This is an optimization exercise on Yosys and OpenROAD, whose aim is small area, not a production implementation. Function was checked by simulation only, so behaviour that the tests miss may differ from the original. Power is estimated from default activity; no workload was simulated.

**flow/design.v**
```verilog
package cpu_pkg;
  typedef logic [16-1:0] data_t;
  typedef logic [$clog2(8)-1:0] reg_idx_t;
  typedef logic [$clog2(32)-1:0] pc_t;
  typedef enum logic [3:0] {
    OP_AND = 4'd3,
    OP_OR  = 4'd4,
    OP_XOR = 4'd5,
    OP_GT  = 4'd6,
    OP_LT  = 4'd7,
    OP_MOV = 4'd9
  } opcode_e;
  typedef struct packed {
    opcode_e                   op;
    reg_idx_t                  rd;     
    reg_idx_t                  ra;     
    reg_idx_t                  rb;     
    logic [32-14:0]  rsvd;   
  } instr_t;
  typedef struct packed {
    logic    valid;
    instr_t  instr;
  } load_req_t;
  typedef struct packed {
    logic    valid;
    instr_t  instr;
  } exec_t;
  typedef enum logic [1:0] {IDLE, RUN, DRAIN} seq_state_e;
endpackage
`timescale 1ns/1ps
module alu (
  input  cpu_pkg::opcode_e  op,
  input  cpu_pkg::data_t    a,
  input  cpu_pkg::data_t    b,
  output cpu_pkg::data_t    result
);
  logic a_gt_b;
  logic a_lt_b;
  assign a_gt_b = (a > b);
  assign a_lt_b = (a < b);
  always_comb
  begin
    case (op)
      cpu_pkg::OP_AND:
        result = a & b;
      cpu_pkg::OP_OR:
        result = a | b;
      cpu_pkg::OP_XOR:
        result = a ^ b;
      cpu_pkg::OP_GT:
        result = cpu_pkg::data_t'(a_gt_b);   
      cpu_pkg::OP_LT:
        result = cpu_pkg::data_t'(a_lt_b);
      cpu_pkg::OP_MOV:
        result = a;
      default:
        result = '0;   
    endcase
  end
endmodule
`timescale 1ns/1ps
module reg_bank (
  input  logic            clk,
  input  logic            reset,
  input  cpu_pkg::exec_t  exec,
  input  cpu_pkg::data_t  alu_result,
  input  cpu_pkg::data_t  p0,
  input  cpu_pkg::data_t  p1,
  input  logic [1:0]      p_sel,
  output cpu_pkg::data_t  rd_a,
  output cpu_pkg::data_t  rd_b,
  output cpu_pkg::data_t  p0_out,
  output cpu_pkg::data_t  p1_out
);
  cpu_pkg::data_t regs [8];
  cpu_pkg::data_t wr_data;
  logic           wr_r0;
  logic           wr_r1;
  assign wr_r0 = (exec.instr.rd == cpu_pkg::reg_idx_t'(0));
  assign wr_r1 = (exec.instr.rd == cpu_pkg::reg_idx_t'(1));
  always_comb
  begin
    wr_data = alu_result;
    if (wr_r0 && !p_sel[0])
      wr_data = p0;
    else if (wr_r1 && !p_sel[1])
      wr_data = p1;
  end
  always_ff @(posedge clk or posedge reset)
  begin
    if (reset)
    begin
      for (int i = 0; i < 8; i++)
        regs[i] <= '0;
    end
    else if (exec.valid)
    begin
      regs[exec.instr.rd] <= wr_data;   
    end
  end
  assign rd_a = regs[exec.instr.ra];
  assign rd_b = regs[exec.instr.rb];
  assign p0_out = regs[0];
  assign p1_out = regs[1];
endmodule
`timescale 1ns/1ps
module run_sequencer (
  input  logic  clk,
  input  logic  reset,
  input  logic  run,
  input  logic  last,
  output logic  fetch_en,
  output logic  busy,
  output logic  done
);
  cpu_pkg::seq_state_e state;
  cpu_pkg::seq_state_e state_nxt;
  always_comb
  begin
    state_nxt = state;
    case (state)
      cpu_pkg::IDLE:  if (run) state_nxt = cpu_pkg::RUN;
      cpu_pkg::RUN:   if (last) state_nxt = cpu_pkg::DRAIN;   
      cpu_pkg::DRAIN: state_nxt = cpu_pkg::IDLE;              
      default:        state_nxt = cpu_pkg::IDLE;
    endcase
  end
  always_ff @(posedge clk or posedge reset)
  begin
    if (reset)
    begin
      state <= cpu_pkg::IDLE;
      done  <= 1'b0;
    end
    else
    begin
      state <= state_nxt;
      done  <= (state == cpu_pkg::DRAIN);   
    end
  end
  assign fetch_en = (state == cpu_pkg::RUN);
  assign busy     = (state != cpu_pkg::IDLE);
endmodule
`timescale 1ns/1ps
module program_counter (
  input  logic          clk,
  input  logic          reset,
  input  logic          load_valid,
  input  logic          fetch_en,
  output cpu_pkg::pc_t  load_addr,
  output cpu_pkg::pc_t  fetch_addr,
  output logic          last
);
  logic [$clog2(32):0] load_cnt;
  always_ff @(posedge clk or posedge reset)
  begin
    if (reset)
      load_cnt <= '0;
    else if (load_valid)
      load_cnt <= load_cnt + 1'b1;
  end
  always_ff @(posedge clk or posedge reset)
  begin
    if (reset)
      fetch_addr <= '0;
    else if (!fetch_en)
      fetch_addr <= '0;   
    else
      fetch_addr <= fetch_addr + 1'b1;
  end
  assign load_addr = load_cnt[$clog2(32)-1:0];
  assign last = ({1'b0, fetch_addr} == load_cnt - 1'b1);
endmodule
`timescale 1ns/1ps
module program_mem (
  input  logic                clk,
  input  logic                reset,
  input  cpu_pkg::load_req_t  load,
  input  cpu_pkg::pc_t        load_addr,
  input  logic                fetch_en,
  input  cpu_pkg::pc_t        fetch_addr,
  input  logic                busy,
  output cpu_pkg::exec_t      exec
);
  logic [32-1:0] mem [32];
  cpu_pkg::instr_t         ir;         
  logic                    ir_valid;
  always_ff @(posedge clk)
  begin
    if (load.valid)
      mem[load_addr] <= load.instr;
    if (fetch_en)
      ir <= mem[fetch_addr];
  end
  always_ff @(posedge clk or posedge reset)
  begin
    if (reset)
      ir_valid <= 1'b0;
    else
      ir_valid <= fetch_en;   
  end
  assign exec = {ir_valid, ir};
endmodule
`timescale 1ns/1ps
module cpu_top (
  input  logic                clk,
  input  logic                reset,
  input  logic [32:0]         load,     
  input  logic                run,
  input  logic [15:0]         p0,
  input  logic [15:0]         p1,
  input  logic [1:0]          p_sel,
  output logic                busy,
  output logic                done,
  output logic [15:0]         p0_out,
  output logic [15:0]         p1_out
);
  cpu_pkg::load_req_t  load_s;
  assign load_s = load;
  logic            fetch_en;
  logic            last;
  cpu_pkg::pc_t    load_addr;
  cpu_pkg::pc_t    fetch_addr;
  cpu_pkg::exec_t  exec;      
  cpu_pkg::data_t  rd_a;
  cpu_pkg::data_t  rd_b;
  cpu_pkg::data_t  alu_result;
  run_sequencer u_seq (
    .clk      (clk),
    .reset    (reset),
    .run      (run),
    .last     (last),
    .fetch_en (fetch_en),
    .busy     (busy),
    .done     (done)
  );
  program_counter u_pc (
    .clk        (clk),
    .reset      (reset),
    .load_valid (load_s.valid),
    .fetch_en   (fetch_en),
    .load_addr  (load_addr),
    .fetch_addr (fetch_addr),
    .last       (last)
  );
  program_mem u_mem (
    .clk        (clk),
    .reset      (reset),
    .load       (load_s),
    .load_addr  (load_addr),
    .fetch_en   (fetch_en),
    .fetch_addr (fetch_addr),
    .busy       (busy),
    .exec       (exec)
  );
  reg_bank u_regs (
    .clk        (clk),
    .reset      (reset),
    .exec       (exec),
    .alu_result (alu_result),
    .p0         (p0),
    .p1         (p1),
    .p_sel      (p_sel),
    .rd_a       (rd_a),
    .rd_b       (rd_b),
    .p0_out     (p0_out),
    .p1_out     (p1_out)
  );
  alu u_alu (
    .op     (exec.instr.op),
    .a      (rd_a),
    .b      (rd_b),
    .result (alu_result)
  );
endmodule
```
**flow/run.sh**
```bash
#!/bin/bash
# synth_recipe.tcl (not shown) runs the flow's synth.tcl, then flattens the netlist and writes it again
# the make line also repeats each setting of config.mk as NAME=value (left out here)
make -C /OpenROAD-flow-scripts/flow DESIGN_CONFIG=/design/flow/config.mk WORK_HOME=/design/flow/orfs CLKGATE_MAP_FILE= SYNTH_SCRIPT=/design/flow/synth_recipe.tcl finish
```
**flow/config.mk**
```make
export PLATFORM = sky130hd
export DESIGN_NAME = cpu_top
export DESIGN_NICKNAME = cpu_top
export VERILOG_FILES = /design/flow/design.v
export SDC_FILE = /design/flow/constraint.sdc
export NUM_CORES = 4
export LEC_CHECK = 0
export CAP_MARGIN = 20
export CORE_MARGIN = 2
export CORE_UTILIZATION = 40
export SLEW_MARGIN = 20
```
**flow/constraint.sdc**
```tcl
create_clock -name core_clock -period 5.0 [get_ports {clk}]
set_input_delay 1.0000 -clock core_clock [delete_from_list [all_inputs] [get_ports {clk}]]
set_output_delay 1.0000 -clock core_clock [all_outputs]
set_load 0.01 [all_outputs]
```
==> results.sh <==
export IMPL_cts_buffers=59
export IMPL_antenna_cells=0
export IMPL_coreArea_sq_um=65400
export IMPL_grt_overflow_total=0
export IMPL_hold_slack_ns=0.492
export IMPL_synth_cells=1887
export IMPL_vdd_ir_drop_max_v=0.000322
export IMPL_post_cts_resized=0
export IMPL_grt_usage_pct=21.0
export IMPL_cts_hold_buf=0
export IMPL_layout_drive_gt1_share_pct=17.1
export IMPL_finalSetupViolations=0
export IMPL_ioPinCount=104
export IMPL_path_common_cell="nor2_1"
export IMPL_place_inst=2786
export IMPL_r2r_start="u_mem.ir[24]"
export IMPL_drv_slew=0
export IMPL_worst_hold_path_num_cells=2
export IMPL_drc_errors=0
export IMPL_fill_cells=5809
export IMPL_startpoint_type="flop"
export IMPL_die_w_microns=261
export IMPL_die_h_microns=261
export IMPL_reg2reg_depth=11
export IMPL_path_class="reg2reg"
export IMPL_wl_per_cell_microns=24.5
export IMPL_outcome="finished clean"
export IMPL_r2r_end="u_regs.regs[6][0]"
export IMPL_r2r_slack_ns=0.66
export IMPL_place_port_buffers=84
export IMPL_grt_pass1_wl_microns=106000
export IMPL_grt_pass1_vias=16400
export IMPL_holdPathEnd="u_regs.regs[2][15]"
export IMPL_die_area_sq_um=67900
export IMPL_via_count=16500
export IMPL_critPathArrivalTime_ns=4.80
export IMPL_synth_avg_cell_area_sq_um=13.9
export IMPL_async_flop_share_pct=25.0
export IMPL_rsz0062_at_grt="no"
export IMPL_critPathRequiredTime_ns=5.45
export IMPL_cts_clk_slew_worst_paths_ns=0.06
export IMPL_critPathTopFamily="simple AND/OR/NAND/NOR gates"
export IMPL_finClkSkew_ns=0.0433
export IMPL_endpoint_kind="flop"
export IMPL_nets=2108
export IMPL_cpPeakStageDelay_ns=0.96
export IMPL_final_antenna_net_count=0
export IMPL_cts_tree="done"
export IMPL_firstDrtPassIters=5
export IMPL_hold_start="u_regs.regs[2][15]"
export IMPL_syn2layout_area_growth_pct=14.7
export IMPL_dp_hpwl_microns=45300
export IMPL_cts_sinks=572
export IMPL_worst_slew_pin_slew_ns=1.06
export IMPL_yosysSeqAreaShare_pct=62.5
export IMPL_crit_slowest_cell="edfxtp_1"
export IMPL_crit_chain="nor2b_1 -> o2bb2ai_1 -> a221oi_1 -> nor2_1 -> ha_1 -> nor2_1 -> o21ai_0 -> a21oi_1 -> nor4_1 -> mux2i_4 -> a22oi_1"
export IMPL_antenna_found_initial=0
export IMPL_period_minus_slack_ns=4.34
export IMPL_row_count=94
export IMPL_powerDensity_nw_per_um2=612
export IMPL_syn_nets=2011
export IMPL_finalNonFillerCells=2895
export IMPL_power_leakage_uw=0.0105
export IMPL_drt_iter0_drc=1375
export IMPL_fmaxAchievable_mhz=230
export IMPL_slew_headroom_pct=29.0
export IMPL_synth_area_sq_um=26300
export IMPL_final_hold_violation_count=0
export IMPL_clockBufferDepth=3
export IMPL_min_path_type="reg2reg"
export IMPL_cts_htree_levels=2
export IMPL_cts_setup_buffers=0
export IMPL_routabilityCongestion=0.888
export IMPL_synth_distinct_cells=80
export IMPL_routed_wl_microns=70900
export IMPL_synth_edf_count=429
export IMPL_critPathMaxFanout=25
export IMPL_start_util_pct=40.2
export IMPL_fin_tns_setup_ns=0
export IMPL_grt_max_degree=104
export IMPL_crit_buf_inv=0
export IMPL_insertion_delay_ns=0.65
export IMPL_fin_crit_sh_pct=86.8
export IMPL_root_buffer="clkbuf_16"
export IMPL_yosys_register_bits=572
export IMPL_ys_warn_count=6
export IMPL_yosys_most_used_dff="edfxtp_1"
export IMPL_maxCapViolCount=0
export IMPL_via_per_inst=5.69
==> through the flow <==
stage               total power [uW]  cell area [sq um]  setup slack (ns)  utilization [%]
finish                         18500              30200             0.658             46.2
global route                   19500              30200             0.397             46.2
CTS                            18500              30200             0.731             46.2
detailed placement             14200              28300             0.787             43.3
global placement               14000              28300             0.784             43.3
floorplan                      11700              26300             0.162                -
==> where the power goes <==
group	switching, uW	internal (uW)	total, uW
clock	1870	2460	4330
combinational	4430	2960	7390
sequential	868	5880	6750
total	7170	11300	18500
==> cell families (layout without fill, tap and decap cells) <==
family	count (synthesis)	count (layout)	share of synthesized area, %
fa+ha+maj	54	54	2.57
simple gates	403	403	7.16
mux	205	205	11.6
flops	572	572	62.5
xor+xnor	13	13	0.433
compound gates	455	455	12.5
buf+inv	185	329	3.21
==> synthesized netlist by cell type, types with 7 or more instances <==
library cell / n / area [sq um]
a221oi_1: 15 / 131
a22oi_1: 35 / 263
xnor2_1: 8 / 70.1
nand2_1: 179 / 672
o22ai_1: 22 / 138
nor2_1: 91 / 342
mux4_2: 75 / 1690
o32a_1: 7 / 70.1
nor3_1: 15 / 75.1
buf_6: 10 / 113
a221oi_4: 9 / 236
buf_4: 10 / 75.1
ha_1: 54 / 676
inv_1: 57 / 214
mux2i_1: 95 / 951
nor2b_1: 35 / 219
buf_2: 27 / 135
a21boi_0: 15 / 113
nand3_1: 21 / 105
o21ai_0: 69 / 345
nand2b_1: 24 / 150
o31ai_1: 19 / 143
a22o_1: 7 / 61.3
edfxtp_1: 429 / 12900
buf_1: 8 / 30.0
o221ai_1: 35 / 307
a21oi_1: 41 / 205
o221a_2: 9 / 101
clkbuf_1: 71 / 267
o21ai_1: 112 / 561
dfrtp_1: 143 / 3580
mux2_2: 30 / 338
==> sequential cells by signal, indices dropped and copies added, names as in the netlist <==
name / cells
u_pc.load_cnt: 6
u_regs.regs: 128
u_pc.fetch_addr: 5
u_mem.ir: 13
u_mem.ir_valid: 1
u_seq.done: 1
u_seq.state: 2
u_mem.mem: 416
==> area by class of cell <==
class	count	area, sq um	area share (%)
Inverter	58	223	0.737
Clock inverter	34	337	1.11
Tap cell	864	1080	3.58
Clock buffer	74	1550	5.14
Timing Repair Buffer	163	1460	4.85
Sequential cell	572	16500	54.5
Multi-Input combinational cell	1130	9070	30.0
==> cells in the final DEF (no fill, tap or decap), types with 22 or more instances in the layout <==
| master | synthesis | final |
|---|---|---|
| inv_1 | 57 | 56 |
| o21ai_1 | 112 | 112 |
| nand2b_1 | 24 | 24 |
| nand2_1 | 179 | 178 |
| edfxtp_1 | 429 | 429 |
| clkdlybuf4s50_1 | 0 | 76 |
| o221ai_1 | 35 | 35 |
| o22ai_1 | 22 | 22 |
| a22oi_1 | 35 | 35 |
| dfrtp_1 | 143 | 139 |
| a21oi_1 | 41 | 41 |
| mux4_2 | 75 | 75 |
| clkbuf_16 | 0 | 59 |
| ha_1 | 54 | 54 |
| mux2_2 | 30 | 30 |
| buf_4 | 10 | 74 |
| mux2i_1 | 95 | 95 |
| nor2_1 | 91 | 91 |
| nor2b_1 | 35 | 35 |
| o21ai_0 | 69 | 69 |
==> worst max-delay path by stage <==
stage                             from                end  cells past startpoint
final                     u_mem.ir[24]  u_regs.regs[6][0]                     11
after global routing      u_mem.ir[24]  u_regs.regs[6][0]                     11
after CTS                 u_mem.ir[24]  u_regs.regs[6][0]                     11
after detailed placement  u_mem.ir[24]  u_regs.regs[6][0]                     11
after global placement    u_mem.ir[24]  u_regs.regs[6][0]                     11
after floorplan                  reset     u_mem.ir_valid                      1
==> metal layers <==
metal	up-vias	GRT usage [%]	part of all wire (%)
met4	0	8.83	4.1
li1	7431	-	-
met3	128	2.54	5.3
met5	-	0	0
met1	8358	28.4	43
met2	549	34.2	48
==> worst min-delay path, delay by kind of cell (launching register included) <==
family | cells | cell delay [ns]
AO/OA/AOI/OAI | 1 | 0.06
flip-flops | 1 | 0.34
AND/OR/NAND/NOR | 1 | 0.05

-- re-timing with driven ports --
In the flow no input, the clock included, has a driving cell. The finished layout below was timed again as built, in two steps. Step 1, drivers: a clkbuf_16 drives clk and a buf_2 each remaining input, both assumed. Step 2 moves the port delays by t, midway between the first and last clock arrival at a register: inputs arrive t later, outputs are due t later. That takes back most of the time a late clock gives input paths. a / b / c = ideal ports / drivers / drivers and shift; a / b = the first two.
t, ns: 0.685
slack for setup (ns): 0.658 / 0.658 / 0.658
worst data-port slew with drivers (ns): 0.05
After both steps setup and hold are still met in this run. The setup slack of this run moves by 0.000 ns with the drivers and by 0.000 ns with both steps.
